This is an optimization exercise on Yosys and OpenROAD, whose aim is small area, a short achievable clock period and few clock cycles per item, not a production implementation.
In this exercise RTL edits were held to simulation tests only and were not proved equivalent to the original.
Power is estimated from default activity; no workload was simulated.

[flow/config.mk]
export PLATFORM = sky130hd
export DESIGN_NAME = handle_registry_sorted_table
export DESIGN_NICKNAME = handle_registry_sorted_table
export VERILOG_FILES = /design/flow/design.v
export SDC_FILE = /design/flow/constraint.sdc
export NUM_CORES = 4
export LEC_CHECK = 0
export CAP_MARGIN = 20
export CORE_MARGIN = 2
export CORE_UTILIZATION = 50
export CTS_CLUSTER_DIAMETER = 100
export CTS_CLUSTER_SIZE = 24
export SLEW_MARGIN = 20
export SYNTH_MEMORY_MAX_BITS = 8192
[flow/constraint.sdc]
create_clock -name core_clock -period 10.0 [get_ports {clk_i}]
set_input_delay 2.0000 -clock core_clock [delete_from_list [all_inputs] [get_ports {clk_i}]]
set_output_delay 2.0000 -clock core_clock [all_outputs]
set_load 0.01 [all_outputs]
[flow/design.v]
package hrst_pkg;
  localparam int unsigned KEY_W  = 32;
  localparam int unsigned DATA_W = 32;
  localparam int unsigned LIVE_W = 7;
  typedef enum logic [1:0] {
    OP_INSERT = 2'd0,
    OP_LOOKUP = 2'd1,
    OP_DELETE = 2'd2
  } op_e;
  typedef enum logic [1:0] {
    ST_OK             = 2'd0,
    ST_NOT_FOUND      = 2'd1,
    ST_FULL           = 2'd2,
    ST_KEYS_EXHAUSTED = 2'd3
  } status_e;
  typedef struct packed {
    logic [1:0]        operation;
    logic [KEY_W-1:0]  key;
    logic [DATA_W-1:0] value;
  } in_item_t;
  typedef struct packed {
    logic [1:0]        status;
    logic [KEY_W-1:0]  assigned_key;
    logic [DATA_W-1:0] found_value;
    logic [LIVE_W-1:0] live_count;
  } out_item_t;
endpackage
module hrst_ctrl #(
  parameter int unsigned VALUE_WIDTH = 32
) (
  input  logic                       clk_i,
  input  logic                       rst_ni,
  input  logic                       in_valid_i,
  output logic                       in_stall_o,
  input  hrst_pkg::in_item_t         in_item_i,
  output logic                       adv_o,
  output logic                       exec_o,
  output logic                       ins_b_next_o,
  input  logic                       pend_full_i,
  output logic [hrst_pkg::KEY_W-1:0] key_a_o,
  output logic [hrst_pkg::KEY_W-1:0] key_an_o,
  output logic [1:0]                 op_b_o,
  output logic [VALUE_WIDTH-1:0]     val_b_o,
  input  logic                       hit_i,
  input  hrst_pkg::out_item_t        res_miss_i,
  input  hrst_pkg::out_item_t        res_hit_i,
  input  logic                       out_stall_i,
  output logic                       out_valid_o,
  output hrst_pkg::out_item_t        out_item_o
);
  logic                a_v_q, a_v_d;
  logic                b_v_q, b_v_d;
  logic                stall_q, stall_d;
  logic                stall_n_q, head_vn_q;    
  logic                b_ins_q, pend_blk_q;
  logic                head_v_q, head_v_d;
  logic                skid_v_q, skid_v_d;
  hrst_pkg::in_item_t  a_q;
  logic [hrst_pkg::KEY_W-1:0] a_keyn_q;
  logic [1:0]          op_b_q;
  logic [VALUE_WIDTH-1:0] val_b_q;
  hrst_pkg::out_item_t head_q, skid_q;
  logic                accept, take, head_free;
  assign exec_o    = b_v_q && !skid_v_q && !(b_ins_q && pend_blk_q);
  assign adv_o     = a_v_q && (!b_v_q || exec_o);
  assign accept    = in_valid_i && stall_n_q;
  assign take      = !head_vn_q && !out_stall_i;
  assign head_free = head_vn_q || take;
  assign a_v_d    = accept || (a_v_q && !adv_o);
  assign b_v_d    = adv_o || (b_v_q && !exec_o);
  assign head_v_d = head_free ? (skid_v_q || exec_o) : 1'b1;
  assign skid_v_d = head_free ? 1'b0 : (skid_v_q || exec_o);
  assign ins_b_next_o = adv_o ? (a_q.operation == hrst_pkg::OP_INSERT)
                              : (op_b_q == hrst_pkg::OP_INSERT);
  assign stall_d  = a_v_d && b_v_d && (skid_v_d || (ins_b_next_o && pend_full_i));
  always_ff @(posedge clk_i or negedge rst_ni) begin
    if (!rst_ni) begin
      a_v_q    <= 1'b0;
      b_v_q    <= 1'b0;
      b_ins_q  <= 1'b0;
      pend_blk_q <= 1'b0;
      stall_q  <= 1'b0;
      head_v_q <= 1'b0;
      stall_n_q <= 1'b1;
      head_vn_q <= 1'b1;
      skid_v_q <= 1'b0;
    end else begin
      a_v_q    <= a_v_d;
      b_v_q    <= b_v_d;
      b_ins_q  <= ins_b_next_o;
      pend_blk_q <= pend_full_i;
      stall_q  <= stall_d;
      head_v_q <= head_v_d;
      stall_n_q <= !stall_d;
      head_vn_q <= !head_v_d;
      skid_v_q <= skid_v_d;
    end
  end
  always_ff @(posedge clk_i) begin
    if (stall_n_q) begin
      a_q      <= in_item_i;
      a_keyn_q <= ~in_item_i.key;
    end
    if (adv_o) begin
      op_b_q  <= a_q.operation;
      val_b_q <= a_q.value[VALUE_WIDTH-1:0];
    end
    if (head_free) begin
      head_q <= hit_i ? (skid_v_q ? skid_q : res_hit_i) : (skid_v_q ? skid_q : res_miss_i);
    end
    if (!skid_v_q) begin
      skid_q <= hit_i ? res_hit_i : res_miss_i;
    end
  end
  assign in_stall_o  = stall_q;
  assign key_a_o     = a_q.key;
  assign key_an_o    = a_keyn_q;
  assign op_b_o      = op_b_q;
  assign val_b_o     = val_b_q;
  assign out_valid_o = head_v_q;
  assign out_item_o  = head_q;
endmodule
module hrst_dpath #(
  parameter int unsigned CAPACITY    = 64,
  parameter int unsigned VALUE_WIDTH = 32,
  parameter int unsigned NPOINT      = 4
) (
  input  logic                       clk_i,
  input  logic                       rst_ni,
  input  logic                       adv_i,
  input  logic                       exec_i,
  output logic                       pend_full_next_o,
  input  logic [hrst_pkg::KEY_W-1:0] key_a_i,
  input  logic [hrst_pkg::KEY_W-1:0] key_an_i,
  input  logic [1:0]                 op_b_i,
  input  logic [VALUE_WIDTH-1:0]     val_b_i,
  output logic                       hit_o,
  output hrst_pkg::out_item_t        res_miss_o,
  output hrst_pkg::out_item_t        res_hit_o
);
  localparam int unsigned CW   = $clog2(CAPACITY + 1);
  localparam int unsigned NPEND = 4;
  localparam int unsigned PIW   = 2;
  localparam int unsigned HW    = hrst_pkg::KEY_W - 2;
  localparam int unsigned STEP = CAPACITY / NPOINT;
  localparam int unsigned KW   = hrst_pkg::KEY_W;
  localparam logic [CW-1:0] CapC = CW'(CAPACITY);
  logic [CAPACITY-1:0] rv_q, rv_d;
  logic [KW-1:0]          rk_q [CAPACITY];
  logic [VALUE_WIDTH-1:0] rd_q [CAPACITY];
  logic [NPEND-1:0]       pv_q, pv_d;
  logic [VALUE_WIDTH-1:0] pd_q [NPEND];
  logic [CW-1:0] count_q, count_inc_q, count_dec_q, count_d, count_inc_d, count_dec_d;
  logic [CW-1:0] count_inc2, count_dec2;
  logic [CW-1:0] count_h [2];
  logic [CW-1:0] count_inc_h [2];
  logic [CW-1:0] count_dec_h [2];
  logic [1:0]    full_h;
  logic [1:0]    st_ins, st_miss, st_hit;
  logic [KW-1:0] akey;
  logic [VALUE_WIDTH-1:0] fval_m;
  logic          full_d, near_full_q;
  logic [KW:0]   next_key_q, next_key_inc_q;
  logic [HW-1:0] hi_m1_q;    
  logic [1:0]    lo;
  logic [HW-1:0] hi;
  logic          hi_match, hi_m1_match;
  logic          full_q;
  logic [CAPACITY-1:0] mr_q, mr_base, mr_d;
  logic [NPEND-1:0]    mp_q, mp_base, mp_d;
  logic [CAPACITY-1:0] mr_a, mr_b, kill_r;
  logic [NPEND-1:0]    mp_a, mp_b, kill_p, tgt, placed;
  logic [NPEND-1:0]    placed_q, placed_d, tgt_q, tgt_d;
  logic [NPOINT-1:0]   pt, pt_q, pt_d;
  logic                src_hi_q, src_hi_d;    
  logic                next_match, place, src_kill, src_live;
  logic [PIW-1:0]      src_idx;
  logic [KW-1:0]          src_key;
  logic [VALUE_WIDTH-1:0] src_val;
  logic                is_ins, is_lkp, is_del, hit, ins_ok, key_exh, ins_go;
  logic [VALUE_WIDTH-1:0] fval;
  assign lo = next_key_q[1:0];
  assign hi = next_key_q[KW-1:2];
  always_comb begin
    src_idx = '0;
    for (int x = NPEND-1; x >= 0; x--) begin
      if (placed_q[x]) src_idx = PIW'(x);
    end
    place    = |placed_q;
    pt       = pt_q;
    placed   = placed_q;
    tgt      = tgt_q;
    src_key  = {src_hi_q ? hi : hi_m1_q, src_idx};
    src_val  = pd_q[src_idx];
    src_kill = |(kill_p & placed_q);
    src_live = |(pv_q & placed_q);
  end
  always_comb begin
    logic [NPEND-1:0]  pv_n, src_n;
    logic [NPEND-1:0]  placed_c [2];
    logic [NPEND-1:0]  tgt_c [2];
    logic [1:0]        src_hi_c;
    logic [NPOINT-1:0] avail_n;
    logic [1:0]        lo_n, x;
    for (int k = 0; k < NPOINT; k++) begin
      avail_n[k] = !rv_q[(k*STEP + CAPACITY - 2) % CAPACITY];
    end
    pt_d = '0;
    for (int k = NPOINT-1; k >= 0; k--) begin
      if (avail_n[k]) pt_d = NPOINT'(1) << k;
    end
    for (int c = 0; c < 2; c++) begin
      pv_n = (pv_q & ~placed_q) | ((c == 1) ? tgt_q : '0);
      lo_n = lo + 2'(c);
      src_n = '0;
      src_hi_c[c] = 1'b0;
      for (int j = NPEND-1; j >= 0; j--) begin
        x = lo_n + 2'(j);
        if (pv_n[x]) begin
          src_n       = NPEND'(1) << x;
          src_hi_c[c] = (x < lo_n);
        end
      end
      placed_c[c] = (|avail_n) ? src_n : '0;
      tgt_c[c] = '0;
      if (!pv_n[lo_n] || placed_c[c][lo_n]) tgt_c[c] = NPEND'(1) << lo_n;
    end
    placed_d = ins_go ? placed_c[1] : placed_c[0];
    tgt_d    = ins_go ? tgt_c[1] : tgt_c[0];
    src_hi_d = ins_go ? src_hi_c[1] : src_hi_c[0];
  end
  always_ff @(posedge clk_i or negedge rst_ni) begin
    if (!rst_ni) begin
      placed_q <= '0;
      pt_q     <= '0;
      tgt_q    <= NPEND'(1);
      src_hi_q <= 1'b0;
    end else begin
      placed_q <= placed_d;
      pt_q     <= pt_d;
      tgt_q    <= tgt_d;
      src_hi_q <= src_hi_d;
    end
  end
  assign next_match  = ((key_an_i ^ next_key_q[KW-1:0]) == '1);
  assign hi_match    = ((key_an_i[KW-1:2] ^ hi) == '1);
  assign hi_m1_match = ((key_an_i[KW-1:2] ^ hi_m1_q) == '1);
  always_comb begin
    for (int i = 0; i < CAPACITY; i++) begin
      if (i < CAPACITY / 2) begin
        mr_a[i] = rv_q[i] && (rk_q[i] == key_a_i);
      end else begin
        mr_a[i] = rv_q[i] && ((rk_q[i] ^ key_an_i) == '1);
      end
    end
    for (int x = 0; x < NPEND; x++) begin
      mp_a[x] = pv_q[x] && (~key_an_i[1:0] == 2'(x)) && ((x < lo) ? hi_match : hi_m1_match);
    end
  end
  always_comb begin
    mr_base = adv_i ? mr_a : mr_q;
    mp_base = adv_i ? mp_a : mp_q;
    for (int i = 0; i < CAPACITY; i++) begin
      mr_d[i] = mr_base[(i + CAPACITY - 1) % CAPACITY];
    end
    for (int k = 0; k < NPOINT; k++) begin
      if (place && pt[k]) mr_d[k*STEP] = |(mp_base & placed);
    end
    mp_d = (mp_base & ~placed) | (adv_i ? (tgt & {NPEND{next_match}}) : '0);
  end
  always_ff @(posedge clk_i) begin
    mr_q <= mr_d;
    mp_q <= mp_d;
  end
  assign is_ins  = (op_b_i == hrst_pkg::OP_INSERT);
  assign is_lkp  = (op_b_i == hrst_pkg::OP_LOOKUP);
  assign is_del  = (op_b_i == hrst_pkg::OP_DELETE);
  assign key_exh = next_key_q[KW];
  assign ins_ok  = is_ins && !key_exh && !full_q;
  assign ins_go  = exec_i && ins_ok;
  assign mr_b    = mr_q & rv_q;
  assign mp_b    = mp_q & pv_q;
  assign hit     = (|mr_b) || (|mp_b);
  assign kill_r  = {CAPACITY{exec_i && is_del}} & mr_q;
  assign kill_p  = {NPEND{exec_i && is_del}} & mp_q;
  always_comb begin
    fval = '0;
    for (int i = 0; i < CAPACITY; i++) begin
      fval = fval | ({VALUE_WIDTH{mr_q[i]}} & rd_q[i]);
    end
    for (int x = 0; x < NPEND; x++) begin
      fval = fval | ({VALUE_WIDTH{mp_q[x]}} & pd_q[x]);
    end
  end
  assign count_inc2 = count_inc_q + CW'(1);
  assign count_dec2 = count_dec_q - CW'(1);
  always_comb begin
    for (int h = 0; h < 2; h++) begin
      count_h[h]     = count_q;
      count_inc_h[h] = count_inc_q;
      count_dec_h[h] = count_dec_q;
      full_h[h]      = full_q;
      if (ins_ok) begin
        count_h[h]     = count_inc_q;
        count_inc_h[h] = count_inc2;
        count_dec_h[h] = count_q;
        full_h[h]      = near_full_q;
      end else if (is_del && (h == 1)) begin
        count_h[h]     = count_dec_q;
        count_inc_h[h] = count_q;
        count_dec_h[h] = count_dec2;
        full_h[h]      = 1'b0;
      end
    end
  end
  assign count_d     = hit ? count_h[1] : count_h[0];
  assign count_inc_d = hit ? count_inc_h[1] : count_inc_h[0];
  assign count_dec_d = hit ? count_dec_h[1] : count_dec_h[0];
  assign full_d      = hit ? full_h[1] : full_h[0];
  always_comb begin
    st_ins = hrst_pkg::ST_OK;
    if (key_exh) begin
      st_ins = hrst_pkg::ST_KEYS_EXHAUSTED;
    end else if (full_q) begin
      st_ins = hrst_pkg::ST_FULL;
    end
    akey = ins_ok ? next_key_q[KW-1:0] : '0;
    fval_m = is_lkp ? fval : '0;
    st_miss = is_ins ? st_ins : hrst_pkg::ST_NOT_FOUND;
    st_hit  = is_ins ? st_ins : ((is_lkp || is_del) ? hrst_pkg::ST_OK : hrst_pkg::ST_NOT_FOUND);
  end
  assign res_miss_o = {st_miss, akey, {VALUE_WIDTH{1'b0}}, count_h[0][hrst_pkg::LIVE_W-1:0]};
  assign res_hit_o  = {st_hit, akey, fval_m, count_h[1][hrst_pkg::LIVE_W-1:0]};
  assign hit_o      = hit;
  always_comb begin
    for (int i = 0; i < CAPACITY; i++) begin
      rv_d[i] = rv_q[(i + CAPACITY - 1) % CAPACITY] && !kill_r[(i + CAPACITY - 1) % CAPACITY];
    end
    for (int k = 0; k < NPOINT; k++) begin
      if (place && pt[k]) rv_d[k*STEP] = src_live && !src_kill;
    end
    pv_d = (pv_q & ~placed & ~kill_p) | (ins_go ? tgt : '0);
  end
  assign pend_full_next_o = !(|tgt_d);
  always_ff @(posedge clk_i or negedge rst_ni) begin
    if (!rst_ni) begin
      rv_q <= '0;
      pv_q <= '0;
    end else begin
      rv_q <= rv_d;
      pv_q <= pv_d;
    end
  end
  always_ff @(posedge clk_i) begin
    for (int i = 0; i < CAPACITY; i++) begin
      rk_q[i] <= rk_q[(i + CAPACITY - 1) % CAPACITY];
      rd_q[i] <= rd_q[(i + CAPACITY - 1) % CAPACITY];
    end
    for (int k = 0; k < NPOINT; k++) begin
      if (place && pt[k]) begin
        rk_q[k*STEP] <= src_key;
        rd_q[k*STEP] <= src_val;
      end
    end
    for (int x = 0; x < NPEND; x++) begin
      if (tgt[x]) begin
        pd_q[x] <= val_b_i;
      end
    end
  end
  always_ff @(posedge clk_i or negedge rst_ni) begin
    if (!rst_ni) begin
      count_q     <= '0;
      count_inc_q <= CW'(1);
      count_dec_q <= '1;
      full_q      <= 1'b0;
      near_full_q <= 1'b0;
      next_key_q     <= '0;
      next_key_inc_q <= (KW+1)'(1);
      hi_m1_q        <= '1;
    end else if (exec_i) begin
      count_q     <= count_d;
      count_inc_q <= count_inc_d;
      count_dec_q <= count_dec_d;
      full_q      <= full_d;
      near_full_q <= (count_inc_d == CapC);
      if (ins_ok) begin
        next_key_q     <= next_key_inc_q;
        next_key_inc_q <= next_key_inc_q + (KW+1)'(1);
        if (lo == 2'd3) begin
          hi_m1_q <= hi;
        end
      end
    end
  end
endmodule
module handle_registry_sorted_table #(
  parameter int unsigned CAPACITY    = 64,
  parameter int unsigned VALUE_WIDTH = 32
) (
  input  logic                clk_i,
  input  logic                rst_ni,
  input  logic                in_valid_i,
  output logic                in_stall_o,
  input  hrst_pkg::in_item_t  in_item_i,
  output logic                out_valid_o,
  input  logic                out_stall_i,
  output hrst_pkg::out_item_t out_item_o
);
  logic                       adv, exec, ins_b_next, pend_full_next;
  logic [hrst_pkg::KEY_W-1:0] key_a, key_an;
  logic [1:0]                 op_b;
  logic [VALUE_WIDTH-1:0]     val_b;
  logic                       hit;
  hrst_pkg::out_item_t        res_miss, res_hit;
  hrst_ctrl #(
    .VALUE_WIDTH (VALUE_WIDTH)
  ) u_ctrl (
    .clk_i       (clk_i),
    .rst_ni      (rst_ni),
    .in_valid_i  (in_valid_i),
    .in_stall_o  (in_stall_o),
    .in_item_i   (in_item_i),
    .adv_o       (adv),
    .exec_o      (exec),
    .ins_b_next_o(ins_b_next),
    .pend_full_i (pend_full_next),
    .key_a_o     (key_a),
    .key_an_o    (key_an),
    .op_b_o      (op_b),
    .val_b_o     (val_b),
    .hit_i       (hit),
    .res_miss_i  (res_miss),
    .res_hit_i   (res_hit),
    .out_stall_i (out_stall_i),
    .out_valid_o (out_valid_o),
    .out_item_o  (out_item_o)
  );
  hrst_dpath #(
    .CAPACITY    (CAPACITY),
    .VALUE_WIDTH (VALUE_WIDTH)
  ) u_dpath (
    .clk_i  (clk_i),
    .rst_ni (rst_ni),
    .adv_i  (adv),
    .exec_i (exec),
    .pend_full_next_o (pend_full_next),
    .key_a_i(key_a),
    .key_an_i(key_an),
    .op_b_i (op_b),
    .val_b_i(val_b),
    .hit_o      (hit),
    .res_miss_o (res_miss),
    .res_hit_o  (res_hit)
  );
endmodule
[flow/flow/run.sh]
#!/bin/bash
# Layout: the standard flow (standard.sh) with these changes to how it optimises:
#  - the input and output ports are buffered by sky130_fd_sc_hd__buf_4 instead of the cell
#    buffer_ports picks by default (a delay buffer);
#  - timing repair aims for setup slack SETUP_SLACK_MARGIN ns beyond the constraint, so that it
#    works on the paths that set the achieved period. The clock and the SDC are the standard flow's;
#  - antenna repair gets more iterations after global routing, and after detailed routing
#    flow/post_drt.tcl repairs any antenna violation left and routes again;
#  - after global placement, flow/post_gpl.tcl moves each output port's buffer next to the
#    register that drives it, so the buffer drives the wire to the pin.
# The make output goes to flow_make.log here; ORFS's own logs stay under orfs/logs/.
set -euo pipefail
export BUFFER_PORTS_ARGS="-buffer_cell sky130_fd_sc_hd__buf_4"
export SETUP_SLACK_MARGIN=6.5
export MAX_REPAIR_ANTENNAS_ITER_GRT=10
export POST_DETAIL_ROUTE_TCL="$PWD/flow/post_drt.tcl"
export POST_GLOBAL_PLACE_TCL="$PWD/flow/post_gpl.tcl"
bash standard.sh > flow_make.log 2>&1
[flow/flow/post_drt.tcl]
# Sourced by ORFS after detailed routing (POST_DETAIL_ROUTE_TCL). While antenna violations
# remain, repair them again with a ratio margin (diodes or layer jumpers) and route again.
global all_args
set extra_iter 0
while { [check_antennas] && $extra_iter < 4 } {
  repair_antennas -ratio_margin 20
  detailed_route {*}$all_args
  incr extra_iter
}
[flow/flow/post_gpl.tcl]
# Sourced by ORFS after global placement (POST_GLOBAL_PLACE_TCL). Each output port keeps its
# buffer; the buffer is moved onto the cell that drives it, so that the buffer, not that cell,
# drives the long wire to the pin. Detailed placement then legalizes the moved buffers.
set moved 0
set blk [ord::get_db_block]
foreach bt [$blk getBTerms] {
  if { [$bt getIoType] != "OUTPUT" } { continue }
  set net [$bt getNet]
  if { $net == "NULL" } { continue }
  foreach it [$net getITerms] {
    if { ![$it isOutputSignal] } { continue }
    set buf [$it getInst]
    foreach in_it [$buf getITerms] {
      if { ![$in_it isInputSignal] } { continue }
      set in_net [$in_it getNet]
      if { $in_net == "NULL" } { continue }
      foreach drv_it [$in_net getITerms] {
        if { ![$drv_it isOutputSignal] } { continue }
        set loc [[$drv_it getInst] getLocation]
        $buf setLocation [lindex $loc 0] [lindex $loc 1]
        incr moved
      }
    }
  }
}
puts "post_gpl: moved $moved output port buffers next to their drivers"
[flow/standard.sh]
#!/bin/bash
# synth_recipe.tcl (not shown) runs the flow's synth.tcl, then flattens the netlist and writes it again
# the make line also repeats each setting of config.mk as NAME=value (left out here)
make -C /OpenROAD-flow-scripts/flow DESIGN_CONFIG=/design/flow/config.mk WORK_HOME=/design/flow/orfs CLKGATE_MAP_FILE= SYNTH_SCRIPT=/design/flow/synth_recipe.tcl "${@:-finish}"
==> summary.txt, run 1 <==
Floorplan
  • Starting Density: 0.502
  • Die Area: ~300000 um^2
  • # rows: just under 200
  • Die height: between 500 and 600 um
  • Ports: 145
  • Core Box Area: just under 300000 um^2
  • Die X: between 500 and 600 um

Synthesis
  • Synth cell types: 80
  • Syn Inst Count: roughly 11000
  • Ys Warns: 10
  • Seq/Total Area, Yosys: 0.685
  • Cell taking the most area after synthesis: dfxtp_1
  • Syn avg cell area: ~13 um^2
  • Number of flops mapped to enable cells by yosys: a little over 400
  • Ys flop type: dfxtp_1
  • Top post-synthesis cells by count: dfxtp_1 (4164), xnor2_1 (1064), xor2_1 (1063)
  • Top-count cell post-synth: dfxtp_1
  • Async SR Flop Fraction: 0.0437
  • Post-synthesis cell area: around 150000 um^2
  • Syn_nets: 11500
  • Synth Register Bits: roughly 4800
  • Largest cells by area after synthesis: dfxtp_1 (57%), edfxtp_1 (8.3%), xnor2_1 (6.3%), xor2_1 (6.3%), dfrtp_1 (2.8%)
  • Top cell type's share of synthesized area: 0.566

Job
  • Max Cap Viol: 0

Clocking
  • CTS buffer count: between 200 and 250
  • H-tree depth: 4
  • Clock-pin slew on the worst setup and hold paths: approximately 100 ps
  • CTS root buffer: clkbuf_16
  • Sink Count: about 4800
  • CTS tree: done
  • CTS max path bufs: 4
  • Worst skew pair latency: 980 ps

Drt
  • Met2 routed wirelength: 245000 um
  • Vias per inst: roughly 6.3
  • Iter 0 DRT Violations: ~13000
  • Routed WL: ~570000 um
  • DR vias: approximately 96000
  • DRC Markers: 0
  • M1 WL: roughly 230000 um
  • Met3 wire len: 54600 um
  • WL/cell: between 30 and 40 um
  • Top Metal Used: met5
  • Final antenna-violating net count: 0
  • Drt pass-1 iters: 8

Timing
  • RSZ-0062 raised after global routing: yes
  • Setup Skew: between 70 and 80 ps
  • FMAX: about 0.28 GHz
  • Final Cycle Share: 0.356
  • Final worst path period need: 3560 ps
  • Final Hold Vio Count: 0
  • Worst Max-Slew Pin Slew: between 1000 and 1500 ps
  • Final hold slack: between 300 and 400 ps
  • Final worst-path setup slack: roughly 6400 ps
  • Final setup vio count: 0
  • Final slew viol count: 0
  • Fin Setup TNS: 0 ps
  • Slew headroom: 0.194

Worst setup path
  • Worst r2r src: u_dpath.mr_q[61]
  • Crit Path Max Fanout: 1
  • Crit. End Element: output port
  • Slowest stage cell on the critical path: edfxtp_1
  • CP peak stage delay: about 410 ps
  • Arrival @ worst endpoint: 1560 ps
  • Worst-path cell chain: buf_6
  • Worst setup SP type: flip-flop
  • CP required: about 8000 ps
  • CP Buf/Inv Count: 1
  • Crit path from: u_ctrl.head_q[7]
  • Crit Path Class: reg -> out
  • Cell family with most CP delay: flip-flops

GRT
  • Overflow after GRT: 0
  • Initial antenna violation count: 30
  • Number of global-route vias before repair: about 95000
  • Pin count of the biggest net entering global routing: ~140
  • First-pass GRT wire length: approximately 770000 um
  • Gr usage total: 0.368

Min path
  • Hold path start: u_dpath.rd_q[42][10]
  • Worst Hold Class: reg -> reg

Finish
  • Syn-to-layout area delta: 8.58%
  • Final nets: ~11000
  • Layout cell share with drive strength beyond 1: 0.0864
  • Layout fillers: between 20000 and 25000
  • Final Util: 0.545

Placed design
  • Port-buffer cells: 144
  • Detailed placement HPWL: between 300000 and 400000 um
  • Post-Place Worst Slack: ~5600 ps

Status
  • Status: timing/DRC/antenna clean

Pwr
  • Leakage: 60.3 nW
  • Pwr dens: approximately 260 nW/um^2
  • Max VDD drop: 0.239 mV
## layout by cell type, fill, tap and decap left out, types with 9 or more instances in the layout
cell type	synthesis	routed
a221oi_1	452	452
clkbuf_16	0	225
nand4_1	437	437
o31ai_1	61	60
nand3_1	182	182
dfxtp_4	0	56
buf_6	2	88
dfxtp_2	0	12
o22a_1	31	31
nand2_1	518	511
nor2_1	90	88
dfstp_2	42	40
and2_1	35	33
edfxtp_1	406	406
dfrtp_1	167	161
o22ai_1	33	33
inv_1	59	55
nor3_1	149	148
xnor2_1	1064	1064
a21oi_1	77	77
a21boi_0	59	59
a22o_1	457	457
nor4_1	271	231
o21ai_0	327	326
o31a_1	33	33
mux2i_1	43	15
buf_4	4	334
ha_1	14	14
xor2_1	1063	1063
diode_2	0	18
mux2i_2	0	27
mux2_2	95	95
dfxtp_1	4164	4096
a22oi_1	226	226
nand2b_1	9	9
nor4_2	0	36
clkbuf_1	417	99
## logic make-up (layout without fill, tap and decap cells)
family	Yosys count	count (layout)	synth area share
xor gates and xnor gates	2127	2127	0.127
AOI/OAI and AO/OA	1820	1820	0.0943
buffers and inverters	749	821	0.0205
and+or+nand+nor	1736	1736	0.0611
adders and majority gates	14	14	0.00119
muxes	147	147	0.0116
DFF	4779	4779	0.685
other	0	18	0
## path summary, 6_finish.rpt
path                                               to  slack, ps  cells past startpoint
max reg2reg                         u_ctrl.head_q[15]       6480                      9
max in group asynchronous  u_dpath.next_key_inc_q[13]       7520                      2
max                                     out_item_o[7]       6440                      1
min in group asynchronous          u_dpath.count_q[6]        960                      1
min reg2reg                      u_dpath.rd_q[43][10]        330                      0
min                              u_dpath.rd_q[43][10]        330                      0
## flip-flops by register name, indices dropped and copies added, names as in the netlist, 33 cells and up
signal / cells
u_ctrl.head_q: 73
u_ctrl.a_q: 66
u_dpath.next_key_inc_q: 33
u_dpath.rd_q: 2048
u_dpath.rk_q: 2048
u_dpath.rv_q: 64
u_dpath.mr_q: 64
u_dpath.next_key_q: 33
u_dpath.pd_q: 128
u_ctrl.skid_q: 73
## layer usage
| metal | vias to the layer above | global-route usage |
|---|---|---|
| li1 | 39800 | - |
| met1 | 48600 | 0.491 |
| met2 | 6181 | 0.557 |
| met4 | 8 | 0.209 |
| met5 | - | 0 |
| met3 | 1568 | 0.0764 |
## per-stage QoR
step                total power [W]  std cells  area (um^2)
finish                       0.0418      15400       160000
global route                 0.0430      15400       160000
CTS                          0.0415      15400       160000
detailed placement           0.0315      15000       153000
global placement             0.0315      15000       153000
floorplan                    0.0280      11400       147000
## power breakdown
group	internal (W)	switching, W	leakage (nW)
registers	0.0227	0.00242	40.8
clock network	0.00419	0.00609	2.95
logic	0.00205	0.00443	16.6
total	0.0289	0.0129	60.3
## layout make-up
type / count / area [um^2] / area share
Inverter: 61 / 245 / 0.00153
Sequential cell: 4779 / 101000 / 0.632
Timing Repair Buffer: 426 / 3560 / 0.0223
Clock buffer: 324 / 6000 / 0.0375
Multi-Input combinational cell: 5844 / 43900 / 0.275
Clock inverter: 10 / 126 / 0.000790
Tap cell: 3919 / 4900 / 0.0307
Antenna cell: 18 / 45.0 / 0.000282
## what timing repair did
action / in CTS / in global routing
hold buffers: 0 / 0
resized for setup: 72 / 30
setup buffers: 6 / 7
cloned: 0 / 0
pin swaps: 2 / 1
setup endpoints to repair: 192 / 122
Testbench counts, summed over its fixed seeds: cycles 16,175, items 16,000.
==> run 2, diff against run 1 <==
--- a/flow/flow/run.sh
+++ b/flow/flow/run.sh
@@ -12,5 +12,5 @@
 set -euo pipefail
 export BUFFER_PORTS_ARGS="-buffer_cell sky130_fd_sc_hd__buf_4"
-export SETUP_SLACK_MARGIN=6.5
+export SETUP_SLACK_MARGIN=7.0
 export MAX_REPAIR_ANTENNAS_ITER_GRT=10
 export POST_DETAIL_ROUTE_TCL="$PWD/flow/post_drt.tcl"
--- a/flow/config.mk
+++ b/flow/config.mk
@@ -10,5 +10,5 @@
 export CORE_UTILIZATION = 50
 export CTS_CLUSTER_DIAMETER = 100
-export CTS_CLUSTER_SIZE = 24
+export CTS_CLUSTER_SIZE = 28
 export SLEW_MARGIN = 20
 export SYNTH_MEMORY_MAX_BITS = 8192
==> run 2 against run 1 <==
  * Critical path depth did not move
  * Design area rose by 0.43%
  * Worst hold slack worse by 16 ps
  * Die area is the same
  * Clock skew fell by 7.4 ps
  * Combinational power increased by 2%
  * Sequential power hardly changed
  * First-iteration DRC count increased by 8.5%
  * Total power fell by 0.72%
  * Clock power fell by 5%
  * Final cell count hardly changed
  * Largest cell class unchanged
==> summary.txt, run 2 <==
Worst setup path
  • CP Buf/Inv Count: 1 (unchanged)
  • CP required: 8000 ps (about the same)
  • Slowest stage cell on the critical path: edfxtp_1
  • Worst setup SP type: flip-flop
  • Crit Path Max Fanout: 1 (unchanged)
  • Worst-path cell chain: buf_6
  • Worst r2r src: u_ctrl.a_q[51]
  • Path depth of the worst reg2reg path: 7 (-2)
  • Crit Path Class: reg -> out
  • Cell family with most CP delay: flip-flops
  • Crit. End Element: output port
  • R2r setup slk: 6920 ps (+440 ps)
  • CP peak stage delay: 420 ps (about the same)
  • Arrival @ worst endpoint: 1540 ps (-20 ps)
  • Worst r2r dst: u_dpath.mr_q[2]

Floorplan
  • Die height: 547 um (unchanged)
  • Die Area: 299000 um^2 (unchanged)
  • Core Box Area: 294000 um^2 (unchanged)
  • Ports: 145 (unchanged)
  • Die X: 547 um (unchanged)
  • # rows: 199 (unchanged)
  • Starting Density: 0.502 (unchanged)

Timing
  • Slew headroom: 0.146 (-0.0482)
  • Setup Skew: 63.4 ps (-7.38 ps)
  • Worst Max-Slew Pin Slew: 1260 ps (+58.5 ps)
  • Fin Setup TNS: 0 ps (unchanged)
  • RSZ-0062 raised after global routing: yes
  • Final worst path period need: 3540 ps (-16.3 ps)
  • Final setup vio count: 0 (unchanged)
  • Final slew viol count: 0 (unchanged)
  • Final Hold Vio Count: 0 (unchanged)
  • Final Cycle Share: 0.354 (-0.00163)
  • FMAX: 0.282 GHz (+0.46%)

Clocking
  • CTS buffer count: 195 (-12%)
  • CTS max path bufs: 4 (unchanged)
  • CTS tree: done
  • H-tree depth: 4 (unchanged)
  • Clock-pin slew on the worst setup and hold paths: 110 ps (about the same)
  • Sink Count: 4779 (unchanged)
  • CTS root buffer: clkbuf_16
  • Worst skew pair latency: 970 ps (about the same)

Job
  • Max Cap Viol: 0 (unchanged)

Synthesis
  • Post-synthesis mux area share: 0.0116 (unchanged)
  • Top post-synthesis cells by count: dfxtp_1 (4164), xnor2_1 (1064), xor2_1 (1063)
  • Top-count cell post-synth: dfxtp_1
  • Syn_nets: 11500 (unchanged)
  • Post-synthesis cell area: 147000 um^2 (unchanged)
  • Synth Area in XOR/XNOR: 0.127 (unchanged)
  • Seq/Total Area, Yosys: 0.685 (unchanged)
  • Ys flop type: dfxtp_1
  • Syn Inst Count: 11400 (unchanged)
  • Async SR Flop Fraction: 0.0437 (unchanged)
  • Largest cells by area after synthesis: dfxtp_1 (57%), edfxtp_1 (8.3%), xnor2_1 (6.3%), xor2_1 (6.3%), dfrtp_1 (2.8%)
  • Ys Warns: 10 (unchanged)
  • Cell taking the most area after synthesis: dfxtp_1
  • Adder-cell share of the synthesized area: 0.00119 (unchanged)
  • Synth Area in Compound Gates: 0.0943 (unchanged)
  • Number of flops mapped to enable cells by yosys: 406 (unchanged)
  • Area share of and/or/nand/nor cells after synthesis: 0.0611 (unchanged)
  • Syn avg cell area: 12.9 um^2 (unchanged)
  • Synth Register Bits: 4779 (unchanged)
  • Largest family of logic cells by synthesized area: XOR/XNOR gates
  • Top cell type's share of synthesized area: 0.566 (unchanged)
  • Synth cell types: 80 (unchanged)

Drt
  • Vias per inst: 6.26 (+0.20%)
  • Drt pass-1 iters: 6 (-2)
  • Iter 0 DRT Violations: 14600 (+8.5%)
  • Routed WL: 572000 um (+0.82%)
  • DRC Markers: 0 (unchanged)
  • DR vias: 96400 (+0.23%)
  • WL/cell: 37.2 um (+0.79%)
  • Final antenna-violating net count: 0 (unchanged)

GRT
  • Pin count of the biggest net entering global routing: 85 (-37%)
  • Overflow after GRT: 0 (unchanged)
  • Gr usage total: 0.369 (+0.000860)
  • First-pass GRT wire length: 772000 um (+0.21%)
  • Number of global-route vias before repair: 94100 (-0.43%)
  • Initial antenna violation count: 46 (+53%)

Finish
  • Commonest cells after routing, fill and taps aside: dfxtp_1 (4096), xnor2_1 (1064), xor2_1 (1063)
  • Final nets: 11400 (+0.053%)
  • Most common cell after layout, fill and taps aside: dfxtp_1
  • Layout cell share with drive strength beyond 1: 0.0910 (+0.00462)
  • Syn-to-layout area delta: 9.05%
  • Biggest regs: u_dpath.rd_q x2048, u_dpath.rk_q x2048, u_dpath.pd_q x128
  • Final instance count without filler cells: 15400 (+0.026%)
  • Layout fillers: 24300 (-0.71%)

Pwr
  • Max VDD drop: 0.199 mV (-17%)
  • Pwr dens: 259 nW/um^2 (-1.1%)
  • Leakage: 60.5 nW (+0.33%)

Placed design
  • Port-buffer cells: 144 (unchanged)
  • Detailed placement HPWL: 374000 um (+0.51%)
  • Cells after DPL: 15000 (-0.13%)

Min path
  • Hold path start: u_dpath.rd_q[16][30]
  • Worst Hold Class: reg -> reg
  • Hold depth: 0 (unchanged)
  • Worst Hold Path EP: u_dpath.rd_q[17][30]

Status
  • Status: timing/DRC/antenna clean
==> run 2: report_power, final <==
group          internal [W]  switching [W]
Combinational       0.00217        0.00444
Sequential           0.0226        0.00250
Clock               0.00378        0.00598
Total                0.0286         0.0129
==> run 2: how the worst max path moves through the flow <==
stage                     depth (start not counted)         startpoint                      to
final                                             1  u_ctrl.head_q[34]          out_item_o[34]
after floorplan                                   2        out_stall_i        u_ctrl.head_q[0]
after global routing                              1   u_ctrl.head_q[0]           out_item_o[0]
after global placement                            7   u_dpath.mr_q[33]  u_dpath.count_dec_q[2]
after detailed placement                          8   u_dpath.mr_q[33]       u_ctrl.head_q[14]
after CTS                                         1   u_ctrl.head_q[7]           out_item_o[7]
==> run 2: kinds of logic after synthesis <==
kind of cell,Yosys count
mux,147
compound gates,1820
fa+ha+maj,14
flops,4779
simple gates,1736
buf+inv,749
xor+xnor,2127
==> run 2: cell type report <==
cell class | count | area (um^2) | area share
Clock inverter | 15 | 173 | 0.00108
Tap cell | 3919 | 4900 | 0.0305
Clock buffer | 288 | 5360 | 0.0334
Antenna cell | 20 | 50.0 | 0.000312
Sequential cell | 4779 | 101000 | 0.630
Timing Repair Buffer | 456 | 4410 | 0.0275
Multi-Input combinational cell | 5846 | 44300 | 0.276
Inverter | 61 | 265 | 0.00165
Timing Repair inverter | 1 | 8.76 | 0.0000545
==> run 2: timing repair <==
item	CTS	global route
setup buffers	29	29
endpoints found under the hold margin	0	0
pin swaps	8	14
endpoints found under the setup margin	497	268
gates cloned	0	5
hold buffers	0	0
resized for setup	176	122
==> run 2: per-layer routing <==
| layer | global-route usage | share of wire |
|---|---|---|
| met1 | 0.489 | 0.39 |
| met2 | 0.555 | 0.43 |
| met3 | 0.0858 | 0.11 |
| met4 | 0.208 | 0.068 |
| met5 | 0 | 0.00067 |
==> run 2: per-stage QoR <==
stage	utilization	cell area, um^2	hold WS (ps)	worst slack, ps	power (W)
after global routing	0.547	161000	345	6440	0.0426
final	0.547	161000	315	6460	0.0415
after detailed placement	0.522	153000	337	5520	0.0315
after CTS	0.544	160000	327	6430	0.0410
after floorplan	-	147000	331	6400	0.0280
after global placement	0.521	153000	333	5380	0.0314
==> run 3, diff against run 2 <==
--- a/flow/flow/run.sh
+++ b/flow/flow/run.sh
@@ -12,5 +12,5 @@
 set -euo pipefail
 export BUFFER_PORTS_ARGS="-buffer_cell sky130_fd_sc_hd__buf_4"
-export SETUP_SLACK_MARGIN=7.0
+export SETUP_SLACK_MARGIN=7.5
 export MAX_REPAIR_ANTENNAS_ITER_GRT=10
 export POST_DETAIL_ROUTE_TCL="$PWD/flow/post_drt.tcl"
==> run 3 against run 2 <==
  * Still clean
  * Clock skew grew 13 ps
  * Sequential power is essentially flat
  * Critical path depth is the same
  * Design area grew 4.8%
  * Largest cell class unchanged
==> summary.txt, run 3 <==
Status
  • Status: timing/DRC/antenna clean

Worst setup path
  • Crit Path Class: reg -> out
  • Worst r2r src: u_dpath.mr_q[16]
  • Worst setup SP type: flip-flop
  • Critical Path Stages: 1 (unchanged)
  • R2r setup slk: 7240 ps (+320 ps)
  • Slowest stage cell on the critical path: edfxtp_1
  • Worst r2r dst: u_ctrl.head_q[36]
  • Crit Path Max Fanout: 1 (unchanged)
  • Worst-path cell chain: buf_6
  • CP peak stage delay: 420 ps (about the same)
  • CP required: 8000 ps (about the same)
  • Arrival @ worst endpoint: 1570 ps (+30 ps)
  • CP Buf/Inv Count: 1 (unchanged)
  • Path depth of the worst reg2reg path: 10 (+3)
  • CP Capture Point: out_item_o[32]
  • Crit path from: u_ctrl.head_q[32]
  • Crit. End Element: output port
  • Cell family with most CP delay: flip-flops

Min path
  • Worst Hold Class: reg -> reg
  • Hold depth: 0 (unchanged)

Timing
  • Final hold slack: 315 ps (+0.219 ps)
  • FMAX: 0.280 GHz (-0.77%)
  • Final Hold Vio Count: 0 (unchanged)
  • Worst Max-Slew Pin Slew: 1250 ps (-10.8 ps)
  • Final setup vio count: 0 (unchanged)
  • Slew headroom: 0.153 (+0.00734)
  • Setup Skew: 76.1 ps (+12.7 ps)
  • Fin Setup TNS: 0 ps (unchanged)
  • Final Cycle Share: 0.357 (+0.00273)
  • RSZ-0062 raised after global routing: yes
  • Final slew viol count: 0 (unchanged)
  • Final worst path period need: 3570 ps (+27.3 ps)

Job
  • Max Cap Viol: 0 (unchanged)

Floorplan
  • Die X: 547 um (unchanged)
  • Starting Density: 0.502 (unchanged)
  • Ports: 145 (unchanged)
  • Core Box Area: 294000 um^2 (unchanged)
  • Die Area: 299000 um^2 (unchanged)
  • # rows: 199 (unchanged)
  • Die height: 547 um (unchanged)

Synthesis
  • Number of flops mapped to enable cells by yosys: 406 (unchanged)
  • Cell taking the most area after synthesis: dfxtp_1
  • Top post-synthesis cells by count: dfxtp_1 (4164), xnor2_1 (1064), xor2_1 (1063)
  • Top-count cell post-synth: dfxtp_1
  • Post-synthesis cell area: 147000 um^2 (unchanged)
  • Top cell type's share of synthesized area: 0.566 (unchanged)
  • Synth Register Bits: 4779 (unchanged)
  • Syn avg cell area: 12.9 um^2 (unchanged)
  • Largest cells by area after synthesis: dfxtp_1 (57%), edfxtp_1 (8.3%), xnor2_1 (6.3%), xor2_1 (6.3%), dfrtp_1 (2.8%)
  • Async SR Flop Fraction: 0.0437 (unchanged)
  • Ys flop type: dfxtp_1
  • Ys Warns: 10 (unchanged)
  • Syn_nets: 11500 (unchanged)
  • Synth cell types: 80 (unchanged)
  • Syn Inst Count: 11400 (unchanged)
  • Seq/Total Area, Yosys: 0.685 (unchanged)

Drt
  • DRC Markers: 0 (unchanged)
  • Routed WL: 608000 um (+6.3%)
  • Drt pass-1 iters: 10 (+4)
  • Iter 0 DRT Violations: 14900 (+2.3%)
  • WL/cell: 38.3 um (+3.1%)
  • DR vias: 100000 (+3.9%)
  • Final antenna-violating net count: 0 (unchanged)
  • Vias per inst: 6.32 (+0.87%)

Pwr
  • Max VDD drop: 0.238 mV (+19%)
  • Pwr Total: 0.0432 W (+3.9%)
  • Leakage: 64.1 nW (+5.9%)
  • Pwr dens: 256 nW/um^2 (-0.85%)

GRT
  • First-pass GRT wire length: 807000 um (+4.6%)
  • Initial antenna violation count: 47 (+2.2%)
  • Gr usage total: 0.389 (+0.0200)
  • Pin count of the biggest net entering global routing: 76 (-11%)
  • Overflow after GRT: 0 (unchanged)
  • Number of global-route vias before repair: 96300 (+2.2%)

Placed design
  • Placement-stage cell area: 153000 um^2 (about the same)
  • Detailed placement HPWL: 371000 um (-0.59%)
  • Port-buffer cells: 144 (unchanged)
  • Cells after DPL: 15000 (+0.060%)

Clocking
  • CTS tree: done
  • Sink Count: 4779 (unchanged)
  • CTS root buffer: clkbuf_16
  • Hold buffers post-CTS: 0 (unchanged)
  • Worst skew pair latency: 980 ps (about the same)
  • H-tree depth: 4 (unchanged)
  • CTS max path bufs: 4 (unchanged)
  • CTS buffer count: 195 (unchanged)
  • Clock-pin slew on the worst setup and hold paths: 120 ps (about the same)

Finish
  • Final instance count without filler cells: 15900 (+3.0%)
  • Most common cell after layout, fill and taps aside: dfxtp_1
  • Layout fillers: 23800 (-2.4%)
  • Final nets: 11800 (+3.7%)
  • Layout cell share with drive strength beyond 1: 0.138 (+0.0471)
  • Design area: 168000 um^2 (+4.8%)
  • Syn-to-layout area delta: 14.3%
  • Commonest cells after routing, fill and taps aside: dfxtp_1 (4096), xnor2_1 (1059), xor2_1 (1056)
  • Biggest regs: u_dpath.rd_q x2048, u_dpath.rk_q x2048, u_dpath.pd_q x128
run 3: cell types whose count changed in the layout (fill, tap and decap cells not counted), sizes merged:
cell / change
buf: +379
mux4: -1
clkbuf: +38
nand2: +7
bufbuf: +23
clkinv: +3
diode: +19
run 3: final cells by class:
| cell class | count | area [um^2] | area share |
|---|---|---|---|
| timing repair buffer | 871 | 10700 | 0.0636 |
| tap | 3919 | 4900 | 0.0291 |
| clock inverter | 16 | 240 | 0.00143 |
| timing repair inverter | 3 | 25.0 | 0.000149 |
| multi-input combinational | 5852 | 45600 | 0.271 |
| antenna | 39 | 97.6 | 0.000580 |
| clock buffer | 313 | 5370 | 0.0319 |
| inverter | 61 | 285 | 0.00169 |
| sequential | 4779 | 101000 | 0.601 |
run 3: report_power, final:
part / total [W] / switching (W) / internal [W] / leakage, nW
logic: 0.00833 / 0.00530 / 0.00303 / 20.7
clock network: 0.00983 / 0.00605 / 0.00378 / 2.67
registers: 0.0250 / 0.00236 / 0.0227 / 40.7
total: 0.0432 / 0.0137 / 0.0295 / 64.1
run 3: per-stage QoR:
step | setup slack (ps) | utilization
after floorplan | 6400 | -
after global routing | 6420 | 0.573
after detailed placement | 6100 | 0.521
after global placement | 6150 | 0.521
after CTS | 6390 | 0.562
final | 6430 | 0.573
run 3: worst min-delay path by stage:
stage                          from                    to
2_1_floorplan   u_dpath.rk_q[2][31]   u_dpath.rk_q[3][31]
3_3_place_gp    u_dpath.rd_q[3][25]   u_dpath.rd_q[4][25]
3_5_place_dp   u_dpath.rd_q[37][15]  u_dpath.rd_q[38][15]
4_1_cts         u_dpath.rd_q[22][3]   u_dpath.rd_q[23][3]
5_1_grt         u_dpath.rd_q[22][3]   u_dpath.rd_q[23][3]
6_report        u_dpath.rd_q[22][3]   u_dpath.rd_q[23][3]
run 3: logic make-up (layout without fill, tap and decap cells):
logic type      count (synthesis)  in the layout  share of synthesized area
fa+ha+maj                      14             14                    0.00119
xor+xnor                     2127           2127                      0.127
compound gates               1820           1820                     0.0943
flops                        4779           4779                      0.685
other cells                     0             39                          0
simple gates                 1736           1744                     0.0611
mux                           147            147                     0.0116
buf+inv                       749           1264                     0.0205
run 3: layer usage:
metal,GRT usage,vias to the layer above,share of wire
met5,0,-,0.00030
met4,0.255,26,0.081
met3,0.0856,2035,0.11
met2,0.582,7095,0.43
met1,0.508,50300,0.38
li1,-,40700,-
run 3: timing repair:
action                                  in CTS  in global routing
endpoints found under the setup margin     819                480
buffers inserted                           252                177
gates resized for setup                    761                309
pin swaps                                   65                 75
gates cloned                                34                 16

-- port drivers added, routing unchanged --
No port has a modelled driver above. Below, the same layouts with a new extraction and two added sets of constraints. Step 1 assumes that a clkbuf_16 drives the clock port and a buf_2 every other input. Step 2 moves the port delays by t, midway between the first and last clock arrival at a register: inputs arrive t later, outputs are due t later. That takes back most of the time a late clock gives input paths. Slacks: ideal / step 1 / step 2; pairs: ideal / step 1.
| run | shift t [ns] | setup WS [ns] | hold slack, ns | cell pins on the clock port's net |
|---|---|---|---|---|
| run 1 | 1.050 | 6.440 / 6.336 / 5.605 | 0.330 / 0.330 / 0.330 | 1 |
| run 2 | 1.044 | 6.456 / 6.354 / 6.031 | 0.315 / 0.315 / 0.315 | 1 |
| run 3 | 1.035 | 6.429 / 6.331 / 6.443 | 0.315 / 0.315 / 0.315 | 1 |
After both steps setup and hold are still met in every run listed. For run 1, which loses most, drivers alone change the setup slack by -0.104 ns; drivers and shift together by -0.835 ns.
